This is an optimization exercise on Yosys and OpenROAD, whose aim is small area, not a production implementation. The RTL was checked by simulation tests, not by an equivalence proof against the original design. Power is estimated from default activity; no workload was simulated.

==> flow/design.v <==
package caseu_pkg;
  localparam int unsigned DataW = 32;
  localparam int unsigned NumRegs = 16;
  localparam int unsigned RegAddrW = 4;
  localparam logic [RegAddrW-1:0] REG_LR = 4'd14;
  localparam logic [RegAddrW-1:0] REG_PC = 4'd15;
  typedef enum logic [1:0] {
    FUNC_DP  = 2'd0,
    FUNC_MUL = 2'd1,
    FUNC_BR  = 2'd2,
    FUNC_LDR = 2'd3
  } func_e;
  typedef enum logic [3:0] {
    OP_AND = 4'd0,
    OP_EOR = 4'd1,
    OP_SUB = 4'd2,
    OP_RSB = 4'd3,
    OP_ADD = 4'd4,
    OP_TST = 4'd8,
    OP_TEQ = 4'd9,
    OP_CMP = 4'd10,
    OP_ORR = 4'd12,
    OP_MOV = 4'd13
  } opcode_e;
  typedef enum logic [1:0] {
    SH_LSL = 2'd0,
    SH_LSR = 2'd1,
    SH_ASR = 2'd2,
    SH_ROR = 2'd3
  } shift_e;
  typedef enum logic [3:0] {
    COND_EQ = 4'd0,
    COND_NE = 4'd1,
    COND_CS = 4'd2,
    COND_CC = 4'd3,
    COND_MI = 4'd4,
    COND_PL = 4'd5,
    COND_VS = 4'd6,
    COND_VC = 4'd7,
    COND_HI = 4'd8,
    COND_LS = 4'd9,
    COND_GE = 4'd10,
    COND_LT = 4'd11,
    COND_GT = 4'd12,
    COND_LE = 4'd13,
    COND_AL = 4'd14,
    COND_NV = 4'd15
  } cond_e;
  typedef struct packed {
    logic [1:0]          func;
    logic [3:0]          cond;
    logic [3:0]          opcode;
    logic                imm_operand;
    logic                set_flags;
    logic [RegAddrW-1:0] reg_n;
    logic [RegAddrW-1:0] reg_d;
    logic [11:0]         operand2;
    logic                accumulate_or_link;
    logic [23:0]         branch_offset;
    logic [DataW-1:0]    load_value;
  } req_t;
  typedef struct packed {
    logic                executed;
    logic                wrote_register;
    logic [RegAddrW-1:0] dest_reg;
    logic [DataW-1:0]    result;
    logic                flag_n;
    logic                flag_z;
    logic                flag_c;
    logic                flag_v;
    logic                flush;
  } rsp_t;
  typedef struct packed {
    logic                en;
    logic [RegAddrW-1:0] addr;
    logic [DataW-1:0]    data;
    logic                link_en;
    logic [DataW-1:0]    link_data;
  } wr_t;
  function automatic logic cond_pass(input logic [3:0] c, input logic [3:0] f);
    logic n;
    logic z;
    logic cf;
    logic v;
    logic pass;
    n  = f[3];
    z  = f[2];
    cf = f[1];
    v  = f[0];
    case (c)
      4'd0: pass = z;
      4'd1: pass = !z;
      4'd2: pass = cf;
      4'd3: pass = !cf;
      4'd4: pass = n;
      4'd5: pass = !n;
      4'd6: pass = v;
      4'd7: pass = !v;
      4'd8: pass = cf && !z;
      4'd9: pass = !cf || z;
      4'd10: pass = (n == v);
      4'd11: pass = (n != v);
      4'd12: pass = !z && (n == v);
      4'd13: pass = z || (n != v);
      4'd14: pass = 1'b1;
      default: pass = 1'b0;
    endcase
    cond_pass = pass;
  endfunction
endpackage
module cond_alu_shift_mult_branch_execute_unit (
  input  logic        clk_i,
  input  logic        rst_ni,
  input  logic        exe_valid_i,
  output logic        exe_ready_o,
  input  logic [1:0]  exe_func_i,
  input  logic [3:0]  exe_cond_i,
  input  logic [3:0]  exe_opcode_i,
  input  logic        exe_imm_operand_i,
  input  logic        exe_set_flags_i,
  input  logic [3:0]  exe_reg_n_i,
  input  logic [3:0]  exe_reg_d_i,
  input  logic [11:0] exe_operand2_i,
  input  logic        exe_accumulate_or_link_i,
  input  logic [23:0] exe_branch_offset_i,
  input  logic [31:0] exe_load_value_i,
  output logic        res_valid_o,
  input  logic        res_ready_i,
  output logic        res_executed_o,
  output logic        res_wrote_register_o,
  output logic [3:0]  res_dest_reg_o,
  output logic [31:0] res_result_o,
  output logic        res_flag_n_o,
  output logic        res_flag_z_o,
  output logic        res_flag_c_o,
  output logic        res_flag_v_o,
  output logic        res_flush_o
);
  localparam logic [1:0] PH_IDLE = 2'd0;
  localparam logic [1:0] PH_PRE  = 2'd1;
  localparam logic [1:0] PH_ALU  = 2'd2;
  logic [4:0]  c_q;
  logic [1:0]  ph_q;
  logic        clr_q;
  logic        rv_q;
  logic [3:0]  fl_q;       
  logic        last;
  logic        in_pre;
  logic        in_alu;
  assign last   = (c_q == 5'd31);
  assign in_pre = (ph_q == PH_PRE);
  assign in_alu = (ph_q == PH_ALU);
  logic [3:0]  op;
  logic [11:0] o2;
  logic        is_dp, is_mul, is_br, is_ld;
  logic        dp_ok, dp_wr, logic_op, pass, exec, wr_main, need_pre;
  logic [3:0]  target;
  assign op     = exe_opcode_i;
  assign o2     = exe_operand2_i;
  assign is_dp  = (exe_func_i == 2'd0);
  assign is_mul = (exe_func_i == 2'd1);
  assign is_br  = (exe_func_i == 2'd2);
  assign is_ld  = (exe_func_i == 2'd3);
  always_comb begin
    dp_ok    = 1'b1;
    dp_wr    = 1'b1;
    logic_op = 1'b0;
    case (op)
      4'd0, 4'd1, 4'd12, 4'd13: logic_op = 1'b1;
      4'd2, 4'd3, 4'd4:         ;
      4'd8, 4'd9: begin
        logic_op = 1'b1;
        dp_wr    = 1'b0;
      end
      4'd10: dp_wr = 1'b0;
      default: begin
        dp_ok = 1'b0;
        dp_wr = 1'b0;
      end
    endcase
  end
  assign pass     = caseu_pkg::cond_pass(exe_cond_i, fl_q);
  assign exec     = pass && (!is_dp || dp_ok);
  assign wr_main  = exec && (!is_dp || dp_wr);
  assign need_pre = exec && (is_dp || is_mul || (is_br && exe_accumulate_or_link_i));
  assign target   = is_br ? 4'd15 : exe_reg_d_i;
  logic go;
  assign go          = exe_valid_i && (!rv_q || res_ready_i);
  assign exe_ready_o = in_alu && last;
  always_ff @(posedge clk_i or negedge rst_ni) begin
    if (!rst_ni) begin
      c_q   <= 5'd0;
      ph_q  <= PH_IDLE;
      clr_q <= 1'b1;
      rv_q  <= 1'b0;
    end else begin
      c_q <= c_q + 5'd1;
      if (last) begin
        clr_q <= 1'b0;
        case (ph_q)
          PH_IDLE: if (go) ph_q <= need_pre ? PH_PRE : PH_ALU;
          PH_PRE:  ph_q <= PH_ALU;
          default: ph_q <= PH_IDLE;
        endcase
      end
      if (exe_ready_o && exe_valid_i) rv_q <= 1'b1;
      else if (res_ready_i)           rv_q <= 1'b0;
    end
  end
  logic [15:0][31:0] rf_q;
  logic [15:0]       head;
  logic [15:0]       rin;
  logic [15:0]       we;
  logic              wd;
  logic [3:0]        ax;
  logic              xh, yh;
  always_comb begin
    for (int i = 0; i < 16; i++) head[i] = rf_q[i][0];
  end
  assign ax = in_pre ? o2[3:0] : exe_reg_n_i;
  assign xh = is_br ? head[15] : head[ax];
  assign yh = head[o2[11:8]];
  always_comb begin
    for (int i = 0; i < 16; i++) rin[i] = (we[i] || clr_q) ? wd : head[i];
  end
  always_ff @(posedge clk_i) begin
    for (int i = 0; i < 16; i++) rf_q[i] <= {rin[i], rf_q[i][31:1]};
  end
  logic [7:0]  k8;
  logic [1:0]  ty;
  logic [4:0]  k5;
  logic        kz, big, eq32;
  logic [4:0]  tap;
  logic [31:0] p_q;
  logic [31:0] pn_q;    
  assign p_q = ~pn_q;
  logic        rot;
  logic        lo_ok;    
  logic        bsh;
  logic [1:0] kx_q;
  always_comb begin
    if (exe_imm_operand_i) begin
      k8 = {3'd0, o2[11:8], 1'b0};
      ty = 2'd3;
    end else begin
      k8 = o2[4] ? {kx_q, res_executed_o, res_wrote_register_o, res_dest_reg_o} : {3'd0, o2[11:7]};
      ty = o2[6:5];
    end
  end
  assign k5    = k8[4:0];
  assign kz    = (k8 == 8'd0);
  assign big   = (k8[7:5] != 3'd0);
  assign eq32  = (k8 == 8'd32);
  logic asr_big;
  assign asr_big = (ty == 2'd2) && big;
  assign tap   = asr_big ? 5'd31 : ((ty == 2'd0) ? (5'd0 - k5) : k5);
  assign rot   = p_q[tap];
  assign lo_ok = (c_q >= k5);
  assign bsh   = rot && !(big && !ty[1]) && (ty != 2'd0 || lo_ok);
  logic [31:0] r_q;
  logic        r_we;
  logic [4:0]  r_idx;
  logic        r_din;
  logic        rbit;
  assign r_we  = in_alu || (in_pre && is_mul);
  assign r_idx = in_alu ? ~c_q : c_q;
  assign r_din = in_alu ? (exec && rbit) : xh;
  always_ff @(posedge clk_i) begin
    for (int s = 0; s < 32; s++) begin
      if (r_we && r_idx == s) r_q[s] <= r_din;
    end
  end
  logic        bm, lm, om, im;
  logic [31:0] offx;
  logic [31:0] ab;
  logic [32:0] psum;
  logic        ptop;
  assign offx   = {{6{exe_branch_offset_i[23]}}, exe_branch_offset_i, 2'b00};
  assign bm     = in_alu && is_mul && yh;
  assign lm     = in_alu && is_ld && (c_q == 5'd0);
  assign om     = in_alu && is_br && (c_q == 5'd0);
  assign im     = in_pre && is_dp && exe_imm_operand_i && (c_q == 5'd0);
  assign ab     = (r_q & {32{bm}}) | (exe_load_value_i & {32{lm}}) | (offx & {32{om}})
                | ({24'd0, o2[7:0]} & {32{im}});
  logic [32:0] pc;
  assign pc[0] = 1'b0;
  for (genvar k = 0; k < 32; k++) begin : g_padd
    assign psum[k]  = p_q[k] ^ ab[k] ^ pc[k];
    assign pc[k+1]  = (p_q[k] & ab[k]) | (pc[k] & (p_q[k] ^ ab[k]));
  end
  assign psum[32] = pc[32];
  always_comb begin
    ptop = 1'b0;
    if (in_pre && is_dp)  ptop = exe_imm_operand_i ? psum[0] : xh;
    if (in_alu && is_dp)  ptop = (ty == 2'd2) ? psum[31] : ((ty == 2'd1) ? 1'b0 : psum[0]);
    if (in_alu && is_mul) ptop = psum[32];
  end
  always_ff @(posedge clk_i) begin
    pn_q <= ~{ptop, psum[31:1]};
  end
  logic        a, b, inva, invb, cin, x, y, s, co;
  logic        cy_q, zf_q;
  logic        arith;
  always_comb begin
    a = xh;
    b = bsh;
    if (in_pre) begin
      b = (c_q[4:1] != 4'd0);                        
    end else begin
      case (exe_func_i)
        2'd1: begin
          a = exe_accumulate_or_link_i && xh;
          b = psum[0];
        end
        2'd2, 2'd3: b = psum[0];
        default:    b = bsh;
      endcase
    end
  end
  assign arith = !(is_dp && logic_op) || in_pre;
  assign inva  = is_dp && (op == 4'd3) && !in_pre;
  assign invb  = is_dp && (op == 4'd2 || op == 4'd10) && !in_pre;
  assign cin   = (c_q == 5'd0) ? (inva || invb) : cy_q;
  assign x     = a ^ inva;
  assign y     = b ^ invb;
  assign s     = x ^ y ^ cin;
  assign co    = (x && y) || (x && cin) || (y && cin);
  always_comb begin
    rbit = s;
    if (is_ld) rbit = b;
    else if (is_dp) begin
      case (op)
        4'd0, 4'd8: rbit = a & b;
        4'd1, 4'd9: rbit = a ^ b;
        4'd12:      rbit = a | b;
        4'd13:      rbit = b;
        default:    rbit = s;
      endcase
    end
  end
  logic shc_pre, shc0, shc;
  assign shc_pre = kz ? fl_q[1]
                 : ((ty == 2'd1) && big && !eq32) ? 1'b0
                 : ((k5 == 5'd0) || asr_big) ? xh : rot;
  assign shc0    = kz ? fl_q[1] : ((!big || eq32) && rot);
  assign shc     = cy_q;
  always_ff @(posedge clk_i) begin
    if (in_pre && is_dp && last)                  cy_q <= shc_pre;
    else if (arith)                               cy_q <= co;
    else if (c_q == 5'd0 && ty == 2'd0)           cy_q <= shc0;
    zf_q <= ((c_q == 5'd0) || zf_q) && !rbit;
  end
  always_comb begin
    we = '0;
    wd = !clr_q && (in_pre ? s : rbit);
    if (in_alu && wr_main) we[target] = 1'b1;
    if (in_pre && is_br)   we[14]     = 1'b1;
  end
  logic       accept;
  assign accept = exe_ready_o && exe_valid_i;
  always_ff @(posedge clk_i or negedge rst_ni) begin
    if (!rst_ni) begin
      fl_q <= 4'd0;
    end else if (accept && exec && exe_set_flags_i && !is_br && !is_ld) begin
      fl_q[3] <= rbit;
      fl_q[2] <= zf_q && !rbit;
      if (is_dp) fl_q[1] <= logic_op ? shc : co;
    end
  end
  always_ff @(posedge clk_i) begin
    if (in_pre && c_q[4:3] == 2'd0)
      {kx_q, res_executed_o, res_wrote_register_o, res_dest_reg_o} <= {yh, kx_q, res_executed_o, res_wrote_register_o, res_dest_reg_o[3:1]};
    else if (accept)
      {res_executed_o, res_wrote_register_o, res_dest_reg_o} <= {exec, wr_main, wr_main ? target : 4'd0};
  end
  assign res_valid_o          = rv_q;
  assign res_flag_n_o         = fl_q[3];
  assign res_flag_z_o         = fl_q[2];
  assign res_flag_c_o         = fl_q[1];
  assign res_flag_v_o         = fl_q[0];
  assign res_flush_o          = res_wrote_register_o && (res_dest_reg_o == 4'd15);
  always_comb begin
    for (int i = 0; i < 32; i++) res_result_o[i] = r_q[31 - i];
  end
endmodule
==> flow/flow/run.sh <==
#!/bin/bash
# Standard ORFS layout with three changes:
#  - synthesis maps the logic with flow/abc_area.script (through flow/my_synth.tcl,
#    which is synth_recipe.tcl plus an abc wrapper); registers are untouched
#  - the ports get buf_1 buffers
#  - CTS uses clkbuf_8 with small sink clusters and inserts no dummy loads
set -euo pipefail
export MY_ABC_SCRIPT=$PWD/flow/abc_area.script
bash standard.sh \
  "SYNTH_SCRIPT=$PWD/flow/my_synth.tcl" \
  'BUFFER_PORTS_ARGS=-buffer_cell sky130_fd_sc_hd__buf_1' \
  'CTS_ARGS=-sink_clustering_enable -repair_clock_nets -dont_use_dummy_load -buf_list sky130_fd_sc_hd__clkbuf_8 -sink_clustering_size 22 -sink_clustering_max_diameter 55' \
  finish > flow_make.log 2>&1
==> flow/flow/abc_area.script <==
strash
&get -n
&st
&syn2
&dch -f
&put
amap
topo
dnsize -c
==> flow/flow/my_synth.tcl <==
proc synth {args} { yosys synth -nofsm -noshare {*}$args }
# map the logic with the abc script named by MY_ABC_SCRIPT instead of ORFS's
proc abc {args} {
  set i [lsearch -exact $args -script]
  if { $i >= 0 && [info exists ::env(MY_ABC_SCRIPT)] } {
    lset args [expr {$i + 1}] $::env(MY_ABC_SCRIPT)
  }
  yosys abc {*}$args
}
source $::env(SCRIPTS_DIR)/synth.tcl
# left out here: clear keep_hierarchy, flatten, clean up, hide names made inside functions, write 1_2_yosys.v
==> flow/standard.sh <==
#!/bin/bash
# synth_recipe.tcl (not shown) runs the flow's synth.tcl, then flattens the netlist and writes it again
# the make line also repeats each setting of config.mk as NAME=value (left out here)
make -C /OpenROAD-flow-scripts/flow DESIGN_CONFIG=/design/flow/config.mk WORK_HOME=/design/flow/orfs CLKGATE_MAP_FILE= SYNTH_SCRIPT=/design/flow/synth_recipe.tcl "${@:-finish}"
==> flow/config.mk <==
export PLATFORM = sky130hd
export DESIGN_NAME = cond_alu_shift_mult_branch_execute_unit
export DESIGN_NICKNAME = cond_alu_shift_mult_branch_execute_unit
export VERILOG_FILES = /design/flow/design.v
export SDC_FILE = /design/flow/constraint.sdc
export NUM_CORES = 4
export LEC_CHECK = 0
export CAP_MARGIN = 20
export CORE_MARGIN = 2
export CORE_UTILIZATION = 70
export SLEW_MARGIN = 20
==> flow/constraint.sdc <==
create_clock -name core_clock -period 20.0 [get_ports {clk_i}]
set_input_delay 4.0000 -clock core_clock [delete_from_list [all_inputs] [get_ports {clk_i}]]
set_output_delay 4.0000 -clock core_clock [all_outputs]
set_load 0.01 [all_outputs]
==> impl_metrics.py <==
metrics = {
    "critical_path": {
        "cp-start-kind": "input port",
        "critPathMaxFanout": 31,
        "worstPathRequired_ns": 20.34,
        "crit_top_cell": "fa_1",
        "cpMaxStageDelayCell": "fa_1",
        "worst_ep_arrival_time_ns": 19.52,
        "worstSetupStartpoint": "exe_operand2_i[9]",
        "critPathBufInv": 5,
        "r2r_slack_ns": 3.32,
        "path_class": "input port to flip-flop",
        "cp-end-kind": "flip-flop",
        "path_delay_family": "adder cells",
        "slowest_delay_ns": 0.49,
        "reg2reg_from": "ph_q[0]",
    },
    "floorplanning": {
        "die_w_um": 154,
        "core_um2": 22400,
        "rows": 55,
        "ios": 138,
        "fp.dieH_um": 154,
        "start_util_pct": 70.6,
        "fp.dieArea_um2": 23800,
    },
    "cells_and_area": {
        "nFillCells": 1277,
        "final_area_um2": 17300,
        "nets": 1441,
        "areaGrowthSynthToFinish_pct": 9.27,
        "multi_input_area_um2": 3120,
        "diodes": 0,
        "fin_cells": 1582,
        "drive_above_1_share_pct": 4.01,
        "seqCellArea_um2": 12400,
    },
    "synthesis": {
        "synth_edf_count": 41,
        "synth_area_leaders": "dfxtp_1, edfxtp_1, fa_1",
        "ys_seq_area_share_pct": 78.6,
        "synth_xor_area_share_pct": 0,
        "yosys.area.top_type": "dfxtp_1",
        "synthMuxAreaShare_pct": 0,
        "async_flop_share_pct": 2.01,
        "ys.flop_type": "dfxtp_1",
        "synth_warnings": 1,
        "postSynthAreaPerCell_um2": 14.2,
        "synth_top_family_by_area": "compound AO/OA/AOI/OAI gates",
        "netlist_area_um2": 15800,
        "yosysMostFrequentCell": "dfxtp_1",
        "synth-seq-cells": 598,
        "syn_nets": 1256,
        "yosys.area_share.simple_pct": 4.88,
        "ys_types": 46,
        "synthCells": 1114,
        "synth_adder_area_share_pct": 5.39,
        "synth_commonest_cells": "dfxtp_1, nor2_1, clkinv_1",
        "yosys.area.top_type_share_pct": 68.9,
        "synth_compound_area_share_pct": 9.27,
    },
    "placed_design": {
        "placed_cell_area_um2": 16800,
        "gp_congestion": 0.898,
        "placed_cells": 1546,
        "dp_hpwl_mm": 21.6,
        "detailedPlace.worstSlack_ns": 0.295,
        "port_buffers": 136,
    },
    "cts": {
        "cts_max_path_buffers": 3,
        "post_cts.repair.setup_buffers": 0,
        "cts_root_buf": "clkbuf_8",
        "htreeDepth": 2,
        "path_clk_slew_ns": 0.11,
        "cts_tree": "built",
        "clock_latency_ns": 0.58,
        "numCtsBuffers": 36,
        "numClockSinks": 598,
    },
    "timing": {
        "fin_crit_ns": 19.17,
        "worstMarginPinSlew_ns": 1.04,
        "finalHoldViolCount": 0,
        "maxSlewViolCount": 0,
        "rsz0062_at_grt": "false",
        "fin_setup_tns_ns": 0,
        "finalSetupViolations": 0,
        "layout_worst_path_cycle_share_pct": 95.9,
        "hold_slack_ns": 0.286,
        "clock_skew_ns": 0.114,
        "fin_ws_ns": 0.826,
        "slew_headroom_pct": 30.8,
        "timing.fmax_ghz": 0.0522,
    },
    "drt": {
        "wl_mm": 30.3,
        "via_per_inst": 5.68,
        "wl_per_cell_um": 19.2,
        "vias": 8988,
        "ant_nets": 0,
        "drt_pass1_iterations": 8,
        "drc": 0,
        "drtIter0Drc": 828,
    },
    "run": {
        "max_cap_violations": 0,
    },
    "status": {
        "status": "finished clean",
    },
    "pwr": {
        "max-vdd-ir-drop_uv": 94.8,
        "power_density_nw_per_um2": 109,
        "p_leak_nw": 6.38,
    },
    "grt": {
        "grt-ovfl-total": 0,
        "grt_pass1_vias": 9058,
        "grt_use_total_pct": 25.7,
        "grt_max_degree": 33,
        "grt_pass1_wl_mm": 47.5,
        "antenna_found_initial": 0,
    },
    "hold_path": {
        "holdCritPathClass": "flip-flop to flip-flop",
        "hp-start": "rf_q[9]",
    },
}
timing repair:
| item | in CTS | in global routing |
|---|---|---|
| hold buffers | 0 | 0 |
| setup endpoints to repair | 0 | 1 |
| hold endpoints to repair | 0 | 0 |
| resized for setup | 0 | 2 |
power breakdown:
group          switching (W)  internal (W)
Sequential         0.0000321       0.00126
Clock               0.000318      0.000164
Combinational      0.0000706     0.0000446
final cells by class:
type	count	area share, %
clock buffer	36	2.86
tap	285	2.06
multi-input combinational	440	18.0
sequential	598	71.9
inverter	75	1.63
timing repair buffer	148	3.49
layer usage:
| layer | share of wire (%) | GRT usage [%] | up-vias |
|---|---|---|---|
| li1 | - | - | 4207 |
| met1 | 43 | 35.1 | 4280 |
| met2 | 47 | 42.2 | 398 |
| met3 | 6.8 | 4.12 | 103 |
| met4 | 3.4 | 9.83 | 0 |
| met5 | 0 | 0 | - |
cells by family after synthesis:
kind of cell,count (synthesis)
adders and majority gates,49
DFF,598
and+or+nand+nor,180
buffers and inverters,76
other,1
AOI/OAI and AO/OA,210
flip-flops by register name, indices dropped and copies added, names as in the netlist:
| signal | flops |
|---|---|
| rf_q | 512 |
| pn_q | 32 |
| r_q | 32 |
| c_q | 5 |
| res_dest_reg_o | 4 |
| fl_q | 3 |
| kx_q | 2 |
| ph_q | 2 |
| clr_q | 1 |
| cy_q | 1 |
| res_executed_o | 1 |
| res_wrote_register_o | 1 |
| rv_q | 1 |
| zf_q | 1 |
worst paths after layout:
check / cells past startpoint / endpoint
max in group asynchronous: 1 / fl_q[1]
setup reg to reg: 47 / pn_q[31]
setup / recovery: 47 / pn_q[31]
min in group asynchronous: 1 / c_q[1]
hold reg to reg: 0 / rf_q[8]
hold / removal: 0 / rf_q[8]
metrics by stage:
stage               util [%]  total power (W)
floorplan                  -          0.00138
global placement        74.9          0.00142
detailed placement      74.9          0.00143
CTS                     77.1          0.00189
global route            77.1          0.00195
finish                  77.1          0.00189
layout by cell type (no fill, tap or decap), types with 10 or more instances in the layout:
master / n
dfxtp_1: 545
buf_1: 136
nor2_1: 103
clkinv_1: 75
edfxtp_1: 41
o21ai_0: 39
clkbuf_8: 36
a21oi_1: 35
a221oi_1: 34
o22ai_1: 33
fa_1: 32
nand2_1: 25
nor3_1: 22
a222oi_1: 19
ha_1: 17
a31oi_1: 12
dfrtp_1: 11
buf_4: 11
or2_0: 10

==> what the ideal ports hide <==
The results above use ideal ports. As a check the final layout listed here was re-extracted and re-timed, cells and wires unchanged.
Step 1 (the two cells are an assumption about what drives the block):
set clk [get_ports {clk_i}]
set_driving_cell -lib_cell sky130_fd_sc_hd__clkbuf_16 $clk
set_driving_cell -lib_cell sky130_fd_sc_hd__buf_2 [delete_from_list [all_inputs] $clk]
Step 2, shift: input delay + t, output delay - t, t = (earliest + latest rising clock arrival at the registers) / 2. This alone moves slack from input paths to output paths.
Slacks: ideal / step 1 / step 2; pairs: ideal / step 1.
t, ns: 0.574
setup WS [ns]: 0.826 / 0.792 / 0.218
clock arrival spread, ns: 0.114 / 0.114
After both steps setup and hold are still met in this run. For this run, drivers alone change the setup slack by -0.034 ns; drivers and shift together by -0.608 ns.
